What follows belongs to an exercise in optimizing a design on an open flow for small area, a short achievable clock period and few clock cycles; a production flow would make more cautious choices.
Where RTL was checked, it was by simulation tests only, not by an equivalence proof against the original.
Function not checked in run 2: the RTL went through the layout flow alone.

==> flow/design.v (outline; a module is shown in full before it is edited, if it fits) <==
// module pixel_calculator: 1695 lines
// module plane_mapper: 87 lines
// module pixel_scheduler: 31 lines
// module mandelbrot_engine: 138 lines
module mandelbrot_engine (
	input logic tb_clk,
	input logic rst_n,
	input logic start,
	input logic [75:0] region,
	input logic [8-1:0] max_iter,
	output logic busy,
	output logic pixel_valid,
	output logic frame_done,
	output logic [23:0] pixel
);
  // ...
==> flow/flow/run.sh <==
#!/bin/bash
# The standard layout (standard.sh), with two changes: the port buffers
# on buf_2 instead of the default delay buffer, and Yosys's synth run with
# -noabc, so its quick ABC pass does not rewrite the adder trees before ORFS
# extracts full adders (the final ABC mapping still runs). The constraints
# and the clock period are the standard flow's.
set -euo pipefail
export BUFFER_PORTS_ARGS="-buffer_cell sky130_fd_sc_hd__buf_2"
export SYNTH_ARGS="-noabc"
bash standard.sh > standard.log 2>&1
==> flow/standard.sh <==
#!/bin/bash
# synth_recipe.tcl (not shown) runs the flow's synth.tcl, then flattens the netlist and writes it again
# the make line also repeats each setting of config.mk as NAME=value (left out here)
make -C /OpenROAD-flow-scripts/flow DESIGN_CONFIG=/design/flow/config.mk WORK_HOME=/design/flow/orfs CLKGATE_MAP_FILE= SYNTH_SCRIPT=/design/flow/synth_recipe.tcl "${@:-finish}"
==> flow/config.mk <==
export PLATFORM = sky130hd
export DESIGN_NAME = mandelbrot_engine
export DESIGN_NICKNAME = mandelbrot_engine
export VERILOG_FILES = /design/flow/design.v
export SDC_FILE = /design/flow/constraint.sdc
export NUM_CORES = 4
export LEC_CHECK = 0
export CAP_MARGIN = 20
export CORE_MARGIN = 2
export CORE_UTILIZATION = 40
export CTS_CLUSTER_DIAMETER = 100
export CTS_CLUSTER_SIZE = 24
export PLACE_DENSITY = 0.6
export SLEW_MARGIN = 70
==> flow/constraint.sdc <==
create_clock -name core_clock -period 15.0 [get_ports {tb_clk}]
set_input_delay 3.0000 -clock core_clock [delete_from_list [all_inputs] [get_ports {tb_clk}]]
set_output_delay 3.0000 -clock core_clock [all_outputs]
set_load 0.01 [all_outputs]
==> impl_metrics.yaml, run 1 <==
global_routing:
  grt_max_degree: 86
  overflow: 0
  grtUsageMet1_pct: 28.1
  grt_pass1_vias: 45296
  grt_pass1_wl_um: 263000
die:
  row_count: 148
  dieHeight_um: 409
status:
  status: "timing/DRC/antenna clean"
final_layout:
  stdcell_count: 8443
  postLayoutCellArea_um2: 70600
  nClkBuffers: 61
  multi_input_area_share_pct: 60.2
  final-clk-cell-share_pct: 2.43
  fin_util_pct: 43.4
cts:
  hold_buffers: 0
  post_cts_buffers: 0
  cts_tree: "built"
  numCtsBuffers: 53
  cts-htree-levels: 2
  cts_sinks: 990
  cts_root_buffer: "clkbuf_16"
  clk_pin_slew_ns: 0.10
setup_path:
  r2r-start: "unit[0].pixel_calculator_i.m_br[1]"
  setup.worst_path.start_class: "register"
  crit_slowest_cell: "fa_1"
  cp-end-kind: "register"
  r2r_slack_ns: 10.41
routing:
  drc_errors: 0
  vias: 44216
  met2WireLength_um: 75900
placed_design:
  globalplace.congestion: 0.878
  place_ws_ns: 10.37
sta:
  hold_viol: 0
  finClkSkew_ns: 0.0760
  setup_slack_ns: 10.41
logic_synthesis:
  synth_area_leaders: "dfxtp_1, fa_1, ha_1"
  async_flop_share_pct: 0
  synth_seq_cells: 990
  ys_top_cells_by_count: "nor2_1, dfxtp_1, fa_1"
  synth_edf_count: 106
  synth_seq_area_share_pct: 31.9
  synth_compound_area_share_pct: 7.11
Testbench counts, summed over its fixed seeds: cycles 119,026.
==> inputs of run 2 (changes only) <==
--- a/flow/design.v
+++ b/flow/design.v
@@ -73,34 +73,38 @@
 	logic pend;
 	assign ret_req = h_v && h_done;
 	assign ret_data = {h_x, h_y, (h_e && !mi_small) ? h_k : mi_q};
 	assign pend = ret_req && !ret_ok;
 	assign ins = !h_v || (h_done && ret_ok);
 	assign free = ins;
 	assign take = avail && ins;
 	assign vk = ins ? avail : 1'b1;
-	assign zr = h_zr;
-	assign zi = h_zi;
-	assign cr = ins ? (new_in_r ? new_cr : 13'h1000) : h_cr;
-	assign ci = ins ? (new_in_i ? new_ci : 13'h1000) : h_ci;
+	assign zr = ins ? (new_in_r ? {{2{new_cr[12]}}, new_cr} : 15'h4000) : h_zr;
+	assign zi = ins ? (new_in_i ? {{2{new_ci[12]}}, new_ci} : 15'h4000) : h_zi;
+	assign cr = ins ? new_cr : h_cr;
+	assign ci = ins ? new_ci : h_ci;
 	assign sr = ins ? SENT : h_sr;
 	assign si = ins ? SENT : h_si;
 	assign xk = ins ? new_x : h_x;
 	assign yk = ins ? new_y : h_y;
-	assign kk = pend ? h_k : h_k + 8'd1;
+	logic [7:0] kc;
+	assign kc = pend ? h_k : h_k + 8'd1;
+	assign kk = ins ? 8'd1 : kc;
 	assign zr13 = zr[12:0];
 	assign zi13 = zi[12:0];
 	logic signed [14:0] zrs;
 	logic signed [14:0] zis;
 	assign zrs = zr;
 	assign zis = zi;
 	assign oor = (zrs > 15'sd2048) || (zrs < -15'sd2048) || (zis > 15'sd2048) || (zis < -15'sd2048);
 	assign match = (zr13 == sr) && (zi13 == si);
-	assign save = (kk[2:0] == 3'd0);
+	logic lim;
+	assign lim = mi_small || (kk >= mi_m1);
+	assign save = (kk[1:0] == 2'd0) && (!kk[2] || (kk[7:4] == 4'd0));
 	logic [11:0] sqr_y;
 	assign sqr_y = zr13[11:0] ^ {12{zr13[12]}};
 	logic sqr_w1;
 	logic sqr_w2;
 	assign sqr_w1 = sqr_y[5] ^ (sqr_y[0] & sqr_y[9]);
 	assign sqr_w2 = sqr_y[5] & (sqr_y[0] & sqr_y[9]);
 	logic sqr_w3;
 	logic sqr_w4;
@@ -1158,20 +1162,19 @@
 	assign prd_w264 = (~(zr13[12] & zi13[11]) & ~(zr13[11] & zi13[12])) | (prd_w220 & (~(zr13[12] & zi13[11]) ^ ~(zr13[11] & zi13[12])));
 	logic [10:0] sqr_lo;
 	logic [10:0] sqi_lo;
 	logic [9:0] prd_lo;
 	assign sqr_lo = {1'b0, {sqr_w104, sqr_w102, sqr_w100, sqr_w98, sqr_w96, sqr_w94, sqr_w92, (zr13[12] & sqr_y[1]), (zr13[12] & sqr_y[0]), zr13[12]}} + {1'b0, {sqr_w105, sqr_w103, sqr_w101, sqr_w99, sqr_w97, sqr_w95, sqr_w93, sqr_w91, 1'b0, sqr_y[0]}};
 	assign sqi_lo = {1'b0, {sqi_w104, sqi_w102, sqi_w100, sqi_w98, sqi_w96, sqi_w94, sqi_w92, (zi13[12] & sqi_y[1]), (zi13[12] & sqi_y[0]), zi13[12]}} + {1'b0, {sqi_w105, sqi_w103, sqi_w101, sqi_w99, sqi_w97, sqi_w95, sqi_w93, sqi_w91, 1'b0, sqi_y[0]}};
 	assign prd_lo = {1'b0, {prd_w232, prd_w230, prd_w228, prd_w226, prd_w224, prd_w222, (zr13[2] & zi13[0]), (zr13[0] & zi13[1]), (zr13[0] & zi13[0])}} + {1'b0, {prd_w233, prd_w231, prd_w229, prd_w227, prd_w225, prd_w223, prd_w221, (zr13[1] & zi13[0]), 1'b0}};
 	logic m_v;
+	logic m_early;
+	logic m_ef;
 	logic m_pend;
-	logic m_pe;
-	logic m_oor;
-	logic m_match;
 	logic [14:0] m_ar;
 	logic [14:0] m_br;
 	logic m_clr;
 	logic [14:0] m_ai;
 	logic [14:0] m_bi;
 	logic m_cli;
 	logic [14:0] m_ap;
 	logic [14:0] m_bp;
@@ -1188,41 +1191,40 @@
 		if (!rst_n)
 			m_v <= 1'b0;
 		else
 			m_v <= vk;
 	end
 	always_ff @(posedge tb_clk)
 	begin
 		m_pend <= pend;
-		m_pe <= h_e;
-		m_oor <= oor && !ins;
-		m_match <= match && !ins;
-		m_ar <= {1'b0, sqr_w132, sqr_w131, sqr_w129, sqr_w127, sqr_w125, sqr_w123, sqr_w121, sqr_w119, sqr_w117, sqr_w114, sqr_w112, sqr_w110, sqr_w108, sqr_w106} & {15{!ins}};
-		m_br <= {1'b0, 1'b0, sqr_w130, sqr_w128, sqr_w126, sqr_w124, sqr_w122, sqr_w120, sqr_w118, sqr_w116, sqr_w115, sqr_w113, sqr_w111, sqr_w109, sqr_w107} & {15{!ins}};
-		m_clr <= sqr_lo[10] && !ins;
-		m_ai <= {1'b0, sqi_w132, sqi_w131, sqi_w129, sqi_w127, sqi_w125, sqi_w123, sqi_w121, sqi_w119, sqi_w117, sqi_w114, sqi_w112, sqi_w110, sqi_w108, sqi_w106} & {15{!ins}};
-		m_bi <= {1'b0, 1'b0, sqi_w130, sqi_w128, sqi_w126, sqi_w124, sqi_w122, sqi_w120, sqi_w118, sqi_w116, sqi_w115, sqi_w113, sqi_w111, sqi_w109, sqi_w107} & {15{!ins}};
-		m_cli <= sqi_lo[10] && !ins;
-		m_ap <= {prd_w263, prd_w261, prd_w259, prd_w257, prd_w254, prd_w252, prd_w250, prd_w248, prd_w246, prd_w244, prd_w242, prd_w240, prd_w238, prd_w236, prd_w234} & {15{!ins}};
-		m_bp <= {prd_w262, prd_w260, prd_w258, prd_w256, prd_w255, prd_w253, prd_w251, prd_w249, prd_w247, prd_w245, prd_w243, prd_w241, prd_w239, prd_w237, prd_w235} & {15{!ins}};
-		m_clp <= prd_lo[9] && !ins;
+		m_early <= pend || oor || match || lim;
+		m_ef <= pend ? h_e : oor;
+		m_ar <= {1'b0, sqr_w132, sqr_w131, sqr_w129, sqr_w127, sqr_w125, sqr_w123, sqr_w121, sqr_w119, sqr_w117, sqr_w114, sqr_w112, sqr_w110, sqr_w108, sqr_w106};
+		m_br <= {1'b0, 1'b0, sqr_w130, sqr_w128, sqr_w126, sqr_w124, sqr_w122, sqr_w120, sqr_w118, sqr_w116, sqr_w115, sqr_w113, sqr_w111, sqr_w109, sqr_w107};
+		m_clr <= sqr_lo[10];
+		m_ai <= {1'b0, sqi_w132, sqi_w131, sqi_w129, sqi_w127, sqi_w125, sqi_w123, sqi_w121, sqi_w119, sqi_w117, sqi_w114, sqi_w112, sqi_w110, sqi_w108, sqi_w106};
+		m_bi <= {1'b0, 1'b0, sqi_w130, sqi_w128, sqi_w126, sqi_w124, sqi_w122, sqi_w120, sqi_w118, sqi_w116, sqi_w115, sqi_w113, sqi_w111, sqi_w109, sqi_w107};
+		m_cli <= sqi_lo[10];
+		m_ap <= {prd_w263, prd_w261, prd_w259, prd_w257, prd_w254, prd_w252, prd_w250, prd_w248, prd_w246, prd_w244, prd_w242, prd_w240, prd_w238, prd_w236, prd_w234};
+		m_bp <= {prd_w262, prd_w260, prd_w258, prd_w256, prd_w255, prd_w253, prd_w251, prd_w249, prd_w247, prd_w245, prd_w243, prd_w241, prd_w239, prd_w237, prd_w235};
+		m_clp <= prd_lo[9];
 		m_cr <= cr;
 		m_ci <= ci;
-		m_sr <= (save && !ins) ? zr13 : sr;
-		m_si <= (save && !ins) ? zi13 : si;
+		m_sr <= save ? zr13 : sr;
+		m_si <= save ? zi13 : si;
 		m_x <= xk;
 		m_y <= yk;
 	end
 	always_ff @(posedge tb_clk)
 	begin
 		if (ins)
-			m_k <= 8'd0;
+			m_k <= 8'd1;
 		else
-			m_k <= kk;
+			m_k <= kc;
 	end
 	logic ezr_w1;
 	logic ezr_w2;
 	assign ezr_w1 = m_ar[0] ^ m_br[0] ^ ~m_ai[0];
 	assign ezr_w2 = (m_ar[0] & m_br[0]) | (~m_ai[0] & (m_ar[0] ^ m_br[0]));
 	logic ezr_w3;
 	logic ezr_w4;
 	assign ezr_w3 = m_ar[1] ^ m_br[1] ^ ~m_ai[1];
@@ -1512,203 +1514,249 @@
 	assign ezi_w27 = m_ap[13] ^ m_bp[13] ^ m_ci[12];
 	assign ezi_w28 = (m_ap[13] & m_bp[13]) | (m_ci[12] & (m_ap[13] ^ m_bp[13]));
 	logic ezi_w29;
 	logic ezi_w30;
 	assign ezi_w29 = m_ap[14] ^ m_bp[14] ^ m_ci[12];
 	assign ezi_w30 = (m_ap[14] & m_bp[14]) | (m_ci[12] & (m_ap[14] ^ m_bp[14]));
 	logic emg_w1;
 	logic emg_w2;
-	assign emg_w1 = m_ar[0] ^ m_br[0] ^ m_ai[0];
-	assign emg_w2 = (m_ar[0] & m_br[0]) | (m_ai[0] & (m_ar[0] ^ m_br[0]));
+	assign emg_w1 = m_ar[0] ^ m_br[0];
+	assign emg_w2 = m_ar[0] & m_br[0];
 	logic emg_w3;
 	logic emg_w4;
-	assign emg_w3 = m_ar[1] ^ m_br[1];
-	assign emg_w4 = m_ar[1] & m_br[1];
+	assign emg_w3 = m_ai[0] ^ m_bi[0] ^ m_clr;
+	assign emg_w4 = (m_ai[0] & m_bi[0]) | (m_clr & (m_ai[0] ^ m_bi[0]));
 	logic emg_w5;
 	logic emg_w6;
-	assign emg_w5 = m_ar[2] ^ m_br[2];
-	assign emg_w6 = m_ar[2] & m_br[2];
+	assign emg_w5 = m_ar[1] ^ m_br[1] ^ m_ai[1];
+	assign emg_w6 = (m_ar[1] & m_br[1]) | (m_ai[1] & (m_ar[1] ^ m_br[1]));
 	logic emg_w7;
 	logic emg_w8;
-	assign emg_w7 = m_ar[3] ^ m_br[3];
-	assign emg_w8 = m_ar[3] & m_br[3];
+	assign emg_w7 = m_bi[1] ^ 1'b1;
+	assign emg_w8 = m_bi[1] & 1'b1;
 	logic emg_w9;
 	logic emg_w10;
-	assign emg_w9 = m_ar[4] ^ m_br[4];
-	assign emg_w10 = m_ar[4] & m_br[4];
+	assign emg_w9 = m_ar[2] ^ m_br[2] ^ m_ai[2];
+	assign emg_w10 = (m_ar[2] & m_br[2]) | (m_ai[2] & (m_ar[2] ^ m_br[2]));
 	logic emg_w11;
 	logic emg_w12;
-	assign emg_w11 = m_ar[5] ^ m_br[5];
-	assign emg_w12 = m_ar[5] & m_br[5];
+	assign emg_w11 = m_bi[2] ^ 1'b1;
+	assign emg_w12 = m_bi[2] & 1'b1;
 	logic emg_w13;
 	logic emg_w14;
-	assign emg_w13 = m_ar[6] ^ m_br[6];
-	assign emg_w14 = m_ar[6] & m_br[6];
+	assign emg_w13 = m_ar[3] ^ m_br[3] ^ m_ai[3];
+	assign emg_w14 = (m_ar[3] & m_br[3]) | (m_ai[3] & (m_ar[3] ^ m_br[3]));
 	logic emg_w15;
 	logic emg_w16;
-	assign emg_w15 = m_ar[7] ^ m_br[7];
-	assign emg_w16 = m_ar[7] & m_br[7];
+	assign emg_w15 = m_bi[3] ^ 1'b1;
+	assign emg_w16 = m_bi[3] & 1'b1;
 	logic emg_w17;
 	logic emg_w18;
-	assign emg_w17 = m_ar[8] ^ m_br[8];
-	assign emg_w18 = m_ar[8] & m_br[8];
+	assign emg_w17 = m_ar[4] ^ m_br[4] ^ m_ai[4];
+	assign emg_w18 = (m_ar[4] & m_br[4]) | (m_ai[4] & (m_ar[4] ^ m_br[4]));
 	logic emg_w19;
 	logic emg_w20;
-	assign emg_w19 = m_ar[9] ^ m_br[9];
-	assign emg_w20 = m_ar[9] & m_br[9];
+	assign emg_w19 = m_bi[4] ^ 1'b1;
+	assign emg_w20 = m_bi[4] & 1'b1;
 	logic emg_w21;
 	logic emg_w22;
-	assign emg_w21 = m_ar[10] ^ m_br[10];
-	assign emg_w22 = m_ar[10] & m_br[10];
+	assign emg_w21 = m_ar[5] ^ m_br[5] ^ m_ai[5];
+	assign emg_w22 = (m_ar[5] & m_br[5]) | (m_ai[5] & (m_ar[5] ^ m_br[5]));
 	logic emg_w23;
 	logic emg_w24;
-	assign emg_w23 = m_ar[11] ^ m_br[11];
-	assign emg_w24 = m_ar[11] & m_br[11];
+	assign emg_w23 = m_bi[5] ^ 1'b1;
+	assign emg_w24 = m_bi[5] & 1'b1;
 	logic emg_w25;
 	logic emg_w26;
-	assign emg_w25 = m_ar[12] ^ m_br[12];
-	assign emg_w26 = m_ar[12] & m_br[12];
+	assign emg_w25 = m_ar[6] ^ m_br[6] ^ m_ai[6];
+	assign emg_w26 = (m_ar[6] & m_br[6]) | (m_ai[6] & (m_ar[6] ^ m_br[6]));
 	logic emg_w27;
 	logic emg_w28;
-	assign emg_w27 = m_ar[13] ^ m_br[13];
-	assign emg_w28 = m_ar[13] & m_br[13];
+	assign emg_w27 = m_bi[6] ^ 1'b1;
+	assign emg_w28 = m_bi[6] & 1'b1;
 	logic emg_w29;
 	logic emg_w30;
-	assign emg_w29 = m_bi[0] ^ m_clr;
-	assign emg_w30 = m_bi[0] & m_clr;
+	assign emg_w29 = m_ar[7] ^ m_br[7] ^ m_ai[7];
+	assign emg_w30 = (m_ar[7] & m_br[7]) | (m_ai[7] & (m_ar[7] ^ m_br[7]));
 	logic emg_w31;
 	logic emg_w32;
-	assign emg_w31 = m_ai[1] ^ m_bi[1] ^ emg_w3;
-	assign emg_w32 = (m_ai[1] & m_bi[1]) | (emg_w3 & (m_ai[1] ^ m_bi[1]));
+	assign emg_w31 = m_bi[7] ^ 1'b1;
+	assign emg_w32 = m_bi[7] & 1'b1;
 	logic emg_w33;
 	logic emg_w34;
-	assign emg_w33 = m_ai[2] ^ m_bi[2] ^ emg_w4;
-	assign emg_w34 = (m_ai[2] & m_bi[2]) | (emg_w4 & (m_ai[2] ^ m_bi[2]));
+	assign emg_w33 = m_ar[8] ^ m_br[8] ^ m_ai[8];
+	assign emg_w34 = (m_ar[8] & m_br[8]) | (m_ai[8] & (m_ar[8] ^ m_br[8]));
 	logic emg_w35;
 	logic emg_w36;
-	assign emg_w35 = m_ai[3] ^ m_bi[3] ^ emg_w6;
-	assign emg_w36 = (m_ai[3] & m_bi[3]) | (emg_w6 & (m_ai[3] ^ m_bi[3]));
+	assign emg_w35 = m_bi[8] ^ 1'b1;
+	assign emg_w36 = m_bi[8] & 1'b1;
 	logic emg_w37;
 	logic emg_w38;
-	assign emg_w37 = m_ai[4] ^ m_bi[4] ^ emg_w8;
-	assign emg_w38 = (m_ai[4] & m_bi[4]) | (emg_w8 & (m_ai[4] ^ m_bi[4]));
+	assign emg_w37 = m_ar[9] ^ m_br[9] ^ m_ai[9];
+	assign emg_w38 = (m_ar[9] & m_br[9]) | (m_ai[9] & (m_ar[9] ^ m_br[9]));
 	logic emg_w39;
 	logic emg_w40;
-	assign emg_w39 = m_ai[5] ^ m_bi[5] ^ emg_w10;
-	assign emg_w40 = (m_ai[5] & m_bi[5]) | (emg_w10 & (m_ai[5] ^ m_bi[5]));
+	assign emg_w39 = m_bi[9] ^ 1'b1;
+	assign emg_w40 = m_bi[9] & 1'b1;
 	logic emg_w41;
 	logic emg_w42;
-	assign emg_w41 = m_ai[6] ^ m_bi[6] ^ emg_w12;
-	assign emg_w42 = (m_ai[6] & m_bi[6]) | (emg_w12 & (m_ai[6] ^ m_bi[6]));
+	assign emg_w41 = m_ar[10] ^ m_br[10] ^ m_ai[10];
+	assign emg_w42 = (m_ar[10] & m_br[10]) | (m_ai[10] & (m_ar[10] ^ m_br[10]));
 	logic emg_w43;
 	logic emg_w44;
-	assign emg_w43 = m_ai[7] ^ m_bi[7] ^ emg_w14;
-	assign emg_w44 = (m_ai[7] & m_bi[7]) | (emg_w14 & (m_ai[7] ^ m_bi[7]));
+	assign emg_w43 = m_bi[10] ^ 1'b1;
+	assign emg_w44 = m_bi[10] & 1'b1;
 	logic emg_w45;
 	logic emg_w46;
-	assign emg_w45 = m_ai[8] ^ m_bi[8] ^ emg_w16;
-	assign emg_w46 = (m_ai[8] & m_bi[8]) | (emg_w16 & (m_ai[8] ^ m_bi[8]));
+	assign emg_w45 = m_ar[11] ^ m_br[11] ^ m_ai[11];
+	assign emg_w46 = (m_ar[11] & m_br[11]) | (m_ai[11] & (m_ar[11] ^ m_br[11]));
 	logic emg_w47;
 	logic emg_w48;
-	assign emg_w47 = m_ai[9] ^ m_bi[9] ^ emg_w18;
-	assign emg_w48 = (m_ai[9] & m_bi[9]) | (emg_w18 & (m_ai[9] ^ m_bi[9]));
+	assign emg_w47 = m_bi[11] ^ 1'b1;
+	assign emg_w48 = m_bi[11] & 1'b1;
 	logic emg_w49;
 	logic emg_w50;
-	assign emg_w49 = m_ai[10] ^ m_bi[10] ^ emg_w20;
-	assign emg_w50 = (m_ai[10] & m_bi[10]) | (emg_w20 & (m_ai[10] ^ m_bi[10]));
+	assign emg_w49 = m_ar[12] ^ m_br[12] ^ m_ai[12];
+	assign emg_w50 = (m_ar[12] & m_br[12]) | (m_ai[12] & (m_ar[12] ^ m_br[12]));
 	logic emg_w51;
 	logic emg_w52;
-	assign emg_w51 = m_ai[11] ^ m_bi[11] ^ emg_w22;
-	assign emg_w52 = (m_ai[11] & m_bi[11]) | (emg_w22 & (m_ai[11] ^ m_bi[11]));
+	assign emg_w51 = m_ar[13] ^ m_br[13] ^ m_ai[13];
+	assign emg_w52 = (m_ar[13] & m_br[13]) | (m_ai[13] & (m_ar[13] ^ m_br[13]));
 	logic emg_w53;
 	logic emg_w54;
-	assign emg_w53 = m_ai[12] ^ m_bi[12] ^ emg_w24;
-	assign emg_w54 = (m_ai[12] & m_bi[12]) | (emg_w24 & (m_ai[12] ^ m_bi[12]));
+	assign emg_w53 = m_cli ^ 1'b1;
+	assign emg_w54 = m_cli & 1'b1;
 	logic emg_w55;
 	logic emg_w56;
-	assign emg_w55 = m_ai[13] ^ m_bi[13] ^ emg_w26;
-	assign emg_w56 = (m_ai[13] & m_bi[13]) | (emg_w26 & (m_ai[13] ^ m_bi[13]));
+	assign emg_w55 = emg_w2 ^ emg_w7 ^ emg_w4;
+	assign emg_w56 = (emg_w2 & emg_w7) | (emg_w4 & (emg_w2 ^ emg_w7));
 	logic emg_w57;
 	logic emg_w58;
-	assign emg_w57 = m_cli ^ emg_w29;
-	assign emg_w58 = m_cli & emg_w29;
+	assign emg_w57 = emg_w8 ^ emg_w11 ^ emg_w6;
+	assign emg_w58 = (emg_w8 & emg_w11) | (emg_w6 & (emg_w8 ^ emg_w11));
 	logic emg_w59;
 	logic emg_w60;
-	assign emg_w59 = emg_w30 ^ emg_w2 ^ emg_w31;
-	assign emg_w60 = (emg_w30 & emg_w2) | (emg_w31 & (emg_w30 ^ emg_w2));
+	assign emg_w59 = emg_w12 ^ emg_w15 ^ emg_w10;
+	assign emg_w60 = (emg_w12 & emg_w15) | (emg_w10 & (emg_w12 ^ emg_w15));
 	logic emg_w61;
 	logic emg_w62;
-	assign emg_w61 = emg_w5 ^ emg_w33 ^ emg_w32;
-	assign emg_w62 = (emg_w5 & emg_w33) | (emg_w32 & (emg_w5 ^ emg_w33));
+	assign emg_w61 = emg_w16 ^ emg_w19 ^ emg_w14;
+	assign emg_w62 = (emg_w16 & emg_w19) | (emg_w14 & (emg_w16 ^ emg_w19));
 	logic emg_w63;
 	logic emg_w64;
-	assign emg_w63 = emg_w7 ^ emg_w34 ^ emg_w35;
-	assign emg_w64 = (emg_w7 & emg_w34) | (emg_w35 & (emg_w7 ^ emg_w34));
+	assign emg_w63 = emg_w20 ^ emg_w23 ^ emg_w18;
+	assign emg_w64 = (emg_w20 & emg_w23) | (emg_w18 & (emg_w20 ^ emg_w23));
 	logic emg_w65;
 	logic emg_w66;
-	assign emg_w65 = emg_w9 ^ emg_w36 ^ emg_w37;
-	assign emg_w66 = (emg_w9 & emg_w36) | (emg_w37 & (emg_w9 ^ emg_w36));
+	assign emg_w65 = emg_w24 ^ emg_w27 ^ emg_w22;
+	assign emg_w66 = (emg_w24 & emg_w27) | (emg_w22 & (emg_w24 ^ emg_w27));
 	logic emg_w67;
 	logic emg_w68;
-	assign emg_w67 = emg_w11 ^ emg_w38 ^ emg_w39;
-	assign emg_w68 = (emg_w11 & emg_w38) | (emg_w39 & (emg_w11 ^ emg_w38));
+	assign emg_w67 = emg_w28 ^ emg_w31 ^ emg_w26;
+	assign emg_w68 = (emg_w28 & emg_w31) | (emg_w26 & (emg_w28 ^ emg_w31));
 	logic emg_w69;
 	logic emg_w70;
-	assign emg_w69 = emg_w13 ^ emg_w40 ^ emg_w41;
-	assign emg_w70 = (emg_w13 & emg_w40) | (emg_w41 & (emg_w13 ^ emg_w40));
+	assign emg_w69 = emg_w32 ^ emg_w35 ^ emg_w30;
+	assign emg_w70 = (emg_w32 & emg_w35) | (emg_w30 & (emg_w32 ^ emg_w35));
 	logic emg_w71;
 	logic emg_w72;
-	assign emg_w71 = emg_w15 ^ emg_w42 ^ emg_w43;
-	assign emg_w72 = (emg_w15 & emg_w42) | (emg_w43 & (emg_w15 ^ emg_w42));
+	assign emg_w71 = emg_w36 ^ emg_w39 ^ emg_w34;
+	assign emg_w72 = (emg_w36 & emg_w39) | (emg_w34 & (emg_w36 ^ emg_w39));
 	logic emg_w73;
 	logic emg_w74;
-	assign emg_w73 = emg_w17 ^ emg_w44 ^ emg_w45;
-	assign emg_w74 = (emg_w17 & emg_w44) | (emg_w45 & (emg_w17 ^ emg_w44));
+	assign emg_w73 = emg_w40 ^ emg_w43 ^ emg_w38;
+	assign emg_w74 = (emg_w40 & emg_w43) | (emg_w38 & (emg_w40 ^ emg_w43));
 	logic emg_w75;
 	logic emg_w76;
-	assign emg_w75 = emg_w19 ^ emg_w46 ^ emg_w47;
-	assign emg_w76 = (emg_w19 & emg_w46) | (emg_w47 & (emg_w19 ^ emg_w46));
+	assign emg_w75 = emg_w44 ^ emg_w47 ^ emg_w42;
+	assign emg_w76 = (emg_w44 & emg_w47) | (emg_w42 & (emg_w44 ^ emg_w47));
 	logic emg_w77;
 	logic emg_w78;
-	assign emg_w77 = emg_w21 ^ emg_w48 ^ emg_w49;
-	assign emg_w78 = (emg_w21 & emg_w48) | (emg_w49 & (emg_w21 ^ emg_w48));
+	assign emg_w77 = m_bi[12] ^ emg_w48 ^ emg_w46;
+	assign emg_w78 = (m_bi[12] & emg_w48) | (emg_w46 & (m_bi[12] ^ emg_w48));
 	logic emg_w79;
 	logic emg_w80;
-	assign emg_w79 = emg_w23 ^ emg_w50 ^ emg_w51;
-	assign emg_w80 = (emg_w23 & emg_w50) | (emg_w51 & (emg_w23 ^ emg_w50));
+	assign emg_w79 = m_bi[13] ^ 1'b1 ^ emg_w50;
+	assign emg_w80 = (m_bi[13] & 1'b1) | (emg_w50 & (m_bi[13] ^ 1'b1));
 	logic emg_w81;
 	logic emg_w82;
-	assign emg_w81 = emg_w25 ^ emg_w52 ^ emg_w53;
-	assign emg_w82 = (emg_w25 & emg_w52) | (emg_w53 & (emg_w25 ^ emg_w52));
+	assign emg_w81 = emg_w1 ^ emg_w53;
+	assign emg_w82 = emg_w1 & emg_w53;
 	logic emg_w83;
 	logic emg_w84;
-	assign emg_w83 = emg_w27 ^ emg_w54 ^ emg_w55;
-	assign emg_w84 = (emg_w27 & emg_w54) | (emg_w55 & (emg_w27 ^ emg_w54));
+	assign emg_w83 = emg_w54 ^ emg_w5 ^ emg_w55;
+	assign emg_w84 = (emg_w54 & emg_w5) | (emg_w55 & (emg_w54 ^ emg_w5));
+	logic emg_w85;
+	logic emg_w86;
+	assign emg_w85 = emg_w9 ^ emg_w56 ^ emg_w57;
+	assign emg_w86 = (emg_w9 & emg_w56) | (emg_w57 & (emg_w9 ^ emg_w56));
+	logic emg_w87;
+	logic emg_w88;
+	assign emg_w87 = emg_w13 ^ emg_w58 ^ emg_w59;
+	assign emg_w88 = (emg_w13 & emg_w58) | (emg_w59 & (emg_w13 ^ emg_w58));
+	logic emg_w89;
+	logic emg_w90;
+	assign emg_w89 = emg_w17 ^ emg_w60 ^ emg_w61;
+	assign emg_w90 = (emg_w17 & emg_w60) | (emg_w61 & (emg_w17 ^ emg_w60));
+	logic emg_w91;
+	logic emg_w92;
+	assign emg_w91 = emg_w21 ^ emg_w62 ^ emg_w63;
+	assign emg_w92 = (emg_w21 & emg_w62) | (emg_w63 & (emg_w21 ^ emg_w62));
+	logic emg_w93;
+	logic emg_w94;
+	assign emg_w93 = emg_w25 ^ emg_w64 ^ emg_w65;
+	assign emg_w94 = (emg_w25 & emg_w64) | (emg_w65 & (emg_w25 ^ emg_w64));
+	logic emg_w95;
+	logic emg_w96;
+	assign emg_w95 = emg_w29 ^ emg_w66 ^ emg_w67;
+	assign emg_w96 = (emg_w29 & emg_w66) | (emg_w67 & (emg_w29 ^ emg_w66));
+	logic emg_w97;
+	logic emg_w98;
+	assign emg_w97 = emg_w33 ^ emg_w68 ^ emg_w69;
+	assign emg_w98 = (emg_w33 & emg_w68) | (emg_w69 & (emg_w33 ^ emg_w68));
+	logic emg_w99;
+	logic emg_w100;
+	assign emg_w99 = emg_w37 ^ emg_w70 ^ emg_w71;
+	assign emg_w100 = (emg_w37 & emg_w70) | (emg_w71 & (emg_w37 ^ emg_w70));
+	logic emg_w101;
+	logic emg_w102;
+	assign emg_w101 = emg_w41 ^ emg_w72 ^ emg_w73;
+	assign emg_w102 = (emg_w41 & emg_w72) | (emg_w73 & (emg_w41 ^ emg_w72));
+	logic emg_w103;
+	logic emg_w104;
+	assign emg_w103 = emg_w45 ^ emg_w74 ^ emg_w75;
+	assign emg_w104 = (emg_w45 & emg_w74) | (emg_w75 & (emg_w45 ^ emg_w74));
+	logic emg_w105;
+	logic emg_w106;
+	assign emg_w105 = emg_w49 ^ emg_w76 ^ emg_w77;
+	assign emg_w106 = (emg_w49 & emg_w76) | (emg_w77 & (emg_w49 ^ emg_w76));
+	logic emg_w107;
+	logic emg_w108;
+	assign emg_w107 = emg_w51 ^ emg_w78 ^ emg_w79;
+	assign emg_w108 = (emg_w51 & emg_w78) | (emg_w79 & (emg_w51 ^ emg_w78));
 	logic [14:0] nzr;
 	logic [14:0] nzi;
 	logic [13:0] mg;
 	logic e;
-	logic lim;
 	assign nzr = {ezr_w116, ezr_w114, ezr_w112, ezr_w110, ezr_w108, ezr_w106, ezr_w104, ezr_w102, ezr_w100, ezr_w98, ezr_w96, ezr_w94, ezr_w92, ezr_w90, ezr_w1} + {ezr_w117, ezr_w115, ezr_w113, ezr_w111, ezr_w109, ezr_w107, ezr_w105, ezr_w103, ezr_w101, ezr_w99, ezr_w97, ezr_w95, ezr_w93, ezr_w91, ezr_w89} + {14'd0, m_clr};
 	assign nzi = {ezi_w28, ezi_w26, ezi_w24, ezi_w22, ezi_w20, ezi_w18, ezi_w16, ezi_w14, ezi_w12, ezi_w10, ezi_w8, ezi_w6, ezi_w4, ezi_w2, m_ci[0]} + {ezi_w29, ezi_w27, ezi_w25, ezi_w23, ezi_w21, ezi_w19, ezi_w17, ezi_w15, ezi_w13, ezi_w11, ezi_w9, ezi_w7, ezi_w5, ezi_w3, ezi_w1} + {14'd0, m_clp};
-	assign mg = {emg_w82, emg_w80, emg_w78, emg_w76, emg_w74, emg_w72, emg_w70, emg_w68, emg_w66, emg_w64, emg_w62, emg_w60, emg_w58, emg_w1} + {emg_w83, emg_w81, emg_w79, emg_w77, emg_w75, emg_w73, emg_w71, emg_w69, emg_w67, emg_w65, emg_w63, emg_w61, emg_w59, emg_w57};
-	assign e = m_oor || (mg > 14'd4096);
-	assign lim = mi_small || (m_k >= mi_m1);
+	assign mg = {emg_w106, emg_w104, emg_w102, emg_w100, emg_w98, emg_w96, emg_w94, emg_w92, emg_w90, emg_w88, emg_w86, emg_w84, emg_w82, emg_w3} + {emg_w107, emg_w105, emg_w103, emg_w101, emg_w99, emg_w97, emg_w95, emg_w93, emg_w91, emg_w89, emg_w87, emg_w85, emg_w83, emg_w81};
+	assign e = !mg[13];
 	always_ff @(posedge tb_clk)
 	begin
 		if (!rst_n)
 			h_v <= 1'b0;
 		else
 			h_v <= m_v;
 	end
 	always_ff @(posedge tb_clk)
 	begin
-		h_done <= m_pend || e || lim || m_match;
-		h_e <= m_pend ? m_pe : e;
+		h_done <= m_early || e;
+		h_e <= m_ef || (e && !m_pend);
 		h_zr <= nzr;
 		h_zi <= nzi;
 		h_cr <= m_cr;
 		h_ci <= m_ci;
 		h_sr <= m_sr;
 		h_si <= m_si;
 		h_x <= m_x;
 		h_y <= m_y;
==> flow/config.mk (replaced) <==
export PLATFORM = sky130hd
export DESIGN_NAME = mandelbrot_engine
export DESIGN_NICKNAME = mandelbrot_engine
export VERILOG_FILES = /design/flow/design.v
export SDC_FILE = /design/flow/constraint.sdc
export NUM_CORES = 4
export LEC_CHECK = 0
export ABC_AREA = 1
export CAP_MARGIN = 20
export CORE_MARGIN = 2
export CORE_UTILIZATION = 55
export CTS_CLUSTER_DIAMETER = 100
export CTS_CLUSTER_SIZE = 24
export PLACE_DENSITY = 0.7
export SLEW_MARGIN = 70
==> impl_metrics.yaml, run 2 <==
routing:
  wl_per_cell_um: 19.0
  dr.pass1.iters: 7
  drt-vias-per-instance: 5.38
  vias: 46888
  drc_errors: 0
  final_antenna_net_count: 0
  drt_wl_total_um: 166000
  drtIter0Drc: 3561
global_routing:
  gr-usage-met2_pct: 44.7
  grt_max_degree: 58
  grt_pass1_vias: 48489
  antenna_found_initial: 7
  busiest_layer: "met2"
  overflow: 0
  grtUsageMet1_pct: 36.6
  grt_use_met3_pct: 4.26
  track_usage_pct: 27.1
  grt_pass1_wl_um: 265000
logic_synthesis:
  async_flop_share_pct: 0
  synth_edf_count: 106
  syn_nets: 8625
  ys.flop_type: "dfxtp_1"
  synth_most_common_cell: "nand2_1"
  synth_area_leaders: "fa_1, dfxtp_1, ha_1"
  yosys.cell_types.count: 52
  netlist_instances: 7033
  synth_area_per_cell_um2: 9.49
  synth_seq_cells: 988
  ys_top_cells_by_count: "nand2_1, nor2_1, fa_1"
  synth_area_um2: 66800
  ys_warn_count: 5
  synth_seq_area_share_pct: 31.2
  yosys.area.top_type: "fa_1"
  synth_top_cell_area_share_pct: 28.3
sta:
  post-route-min-period_ns: 5.41
  rsz0062_at_grt: "no"
  slew_headroom_pct: 69.0
  setup_viol: 0
  worst_slew_pin_slew_ns: 0.464
  hold_viol: 0
  finClkSkew_ns: 0.0728
  slew_viol_final: 0
  max_freq_ghz: 0.185
  fin_tns_setup_ns: 0
  timing.final.crit_share_pct: 36.0
setup_path:
  path_cells: "nand2_2 > buf_6 > nand2_4 > inv_2 > nand2_2 > nand2_8 > buf_12 > buf_8 > buf_12 > nand2_1 > o21ai_4 > buf_4 > buf_4 > nor2_1 > fa_1 > fa_1 > fa_1 > fa_1 > fa_1"
  critical_path_class: "reg -> reg"
  crit_fanout: 43
  critical-path-top-delay-family: "adder cells"
  critical_path.max_stage_delay_ns: 0.53
  required_ns: 15.61
  crit_slowest_cell: "fa_1"
  cp-end-kind: "register"
  worst_ep_arrival_time_ns: 6.02
  path_buf_inv: 7
  critPathMostFrequentCell: "fa_1"
  setup.worst_path.start_class: "register"
die:
  coreArea_um2: 120000
  fp.dieW_um: 352
  row_count: 127
  ios: 114
  die_area_um2: 124000
  dieHeight_um: 352
  start_util_pct: 55.6
final_layout:
  final_common_cell: "nand2_1"
  postLayoutCellArea_um2: 71500
  layout-drive-gt1-share_pct: 7.21
  area.growth.synth_to_final_pct: 7.02
  largest_register_ffs: 56
  layout_common_cells: "nand2_1, nor2_1, fa_1, inv_1, dfxtp_1"
  top_register: "region_q"
  finalNetCount: 8666
placed_design:
  port_buffers: 113
  globalplace.congestion: 0.939
  post-dp-hpwl_um: 131000
  placed_area_um2: 69800
cts:
  clk_pin_slew_ns: 0.11
  cts_root_buffer: "clkbuf_16"
  cts_tree: "built"
  hold_buffers: 0
  post_cts_buffers: 0
  clockBufferDepth: 3
  cts_sinks: 988
  cts-htree-levels: 2
  cts_resized: 0
  numCtsBuffers: 50
  clock_latency_ns: 0.73
status:
  status: "timing/DRC/antenna clean"
run:
  maxCapViolCount: 0
min_path:
  hold_class: "reg -> reg"
==> run 2: cell count changes after synthesis, sizes merged, moves of 66 or more <==
cell,previous run,this run
nor2b,77,0
inv,417,919
nand2,490,1107
nand3,63,146
and2,98,1
fa,878,944
nor2,983,1056
o21ai,193,364
and3,191,1
xnor2,149,59
a21o,111,15
==> run 2: per-stage QoR <==
step	hold WS, ns	util (%)	worst slack [ns]	cells
after global routing	0.337	59.5	9.28	8710
after floorplan	0.310	-	10.38	7033
after global placement	0.310	57.3	9.02	8566
after detailed placement	0.312	58.1	9.48	8633
after CTS	0.325	59.4	9.42	8709
final	0.321	59.5	9.59	8712
==> run 2: area by class of cell <==
type	instances	area, um2
Clock inverter	13	186
Inverter	923	3470
Tap cell	1612	2020
Clock buffer	63	1340
Multi-Input combinational cell	4875	42000
Fill cell	10334	48700
Sequential cell	988	20800
Antenna cell	2	5.00
Timing Repair Buffer	236	1630
==> run 2: kinds of logic after synthesis <==
family                   count (synthesis)  share of synthesized area [%]
AO/OA/AOI/OAI                          713                           6.07
XOR/XNOR                               184                           2.41
adder cells (fa/ha/maj)               1505                           38.8
buffers and inverters                 1170                           6.70
flip-flops                             988                           31.2
AND/OR/NAND/NOR                       2473                           14.8
==> run 2: per-layer routing <==
| metal | vias up | wire length (um) |
|---|---|---|
| li1 | 21881 | - |
| met3 | 297 | 11100 |
| met2 | 1543 | 78100 |
| met5 | - | 69 |
| met1 | 23157 | 70600 |
| met4 | 10 | 5760 |
==> run 2: path summary, 6_finish.rpt <==
kind                            slack (ns)  cells past startpoint                            endpoint                         startpoint
worst min register to register        0.32                      0   unit[2].pixel_calculator_i.h_x[1]  unit[2].pixel_calculator_i.m_x[1]
worst min-delay path                  0.32                      0   unit[2].pixel_calculator_i.h_x[1]  unit[2].pixel_calculator_i.m_x[1]
worst max-delay path                  9.59                     19  unit[2].pixel_calculator_i.m_bp[8]     unit[0].pixel_calculator_i.h_v
worst max register to register        9.59                     19  unit[2].pixel_calculator_i.m_bp[8]     unit[0].pixel_calculator_i.h_v

-- separate check: timing with driven ports --
Ports are ideal in the flow. The routed layouts listed here were re-timed in OpenROAD. Step 1 (the two cells are an assumption about what drives the block):
set clk [get_ports {tb_clk}]
set_driving_cell -lib_cell sky130_fd_sc_hd__clkbuf_16 $clk
set_driving_cell -lib_cell sky130_fd_sc_hd__buf_2 [delete_from_list [all_inputs] $clk]
Step 2 times the ports against the registers' clock, not the clock port: input delays grow and output delays shrink by t, the midpoint of the rising clock arrivals with the driver on. Slacks: no drivers / after step 1 / after step 2; pairs: no drivers / after step 1.
| run | shift t [ns] | setup slack, ns | worst setup path at the end |
|---|---|---|---|
| run 1 | 0.765 | 10.409 / 10.378 / 10.409 | register to register |
| run 2 | 0.770 | 9.593 / 9.593 / 9.593 | register to register |
After both steps setup and hold are still met in every run listed.
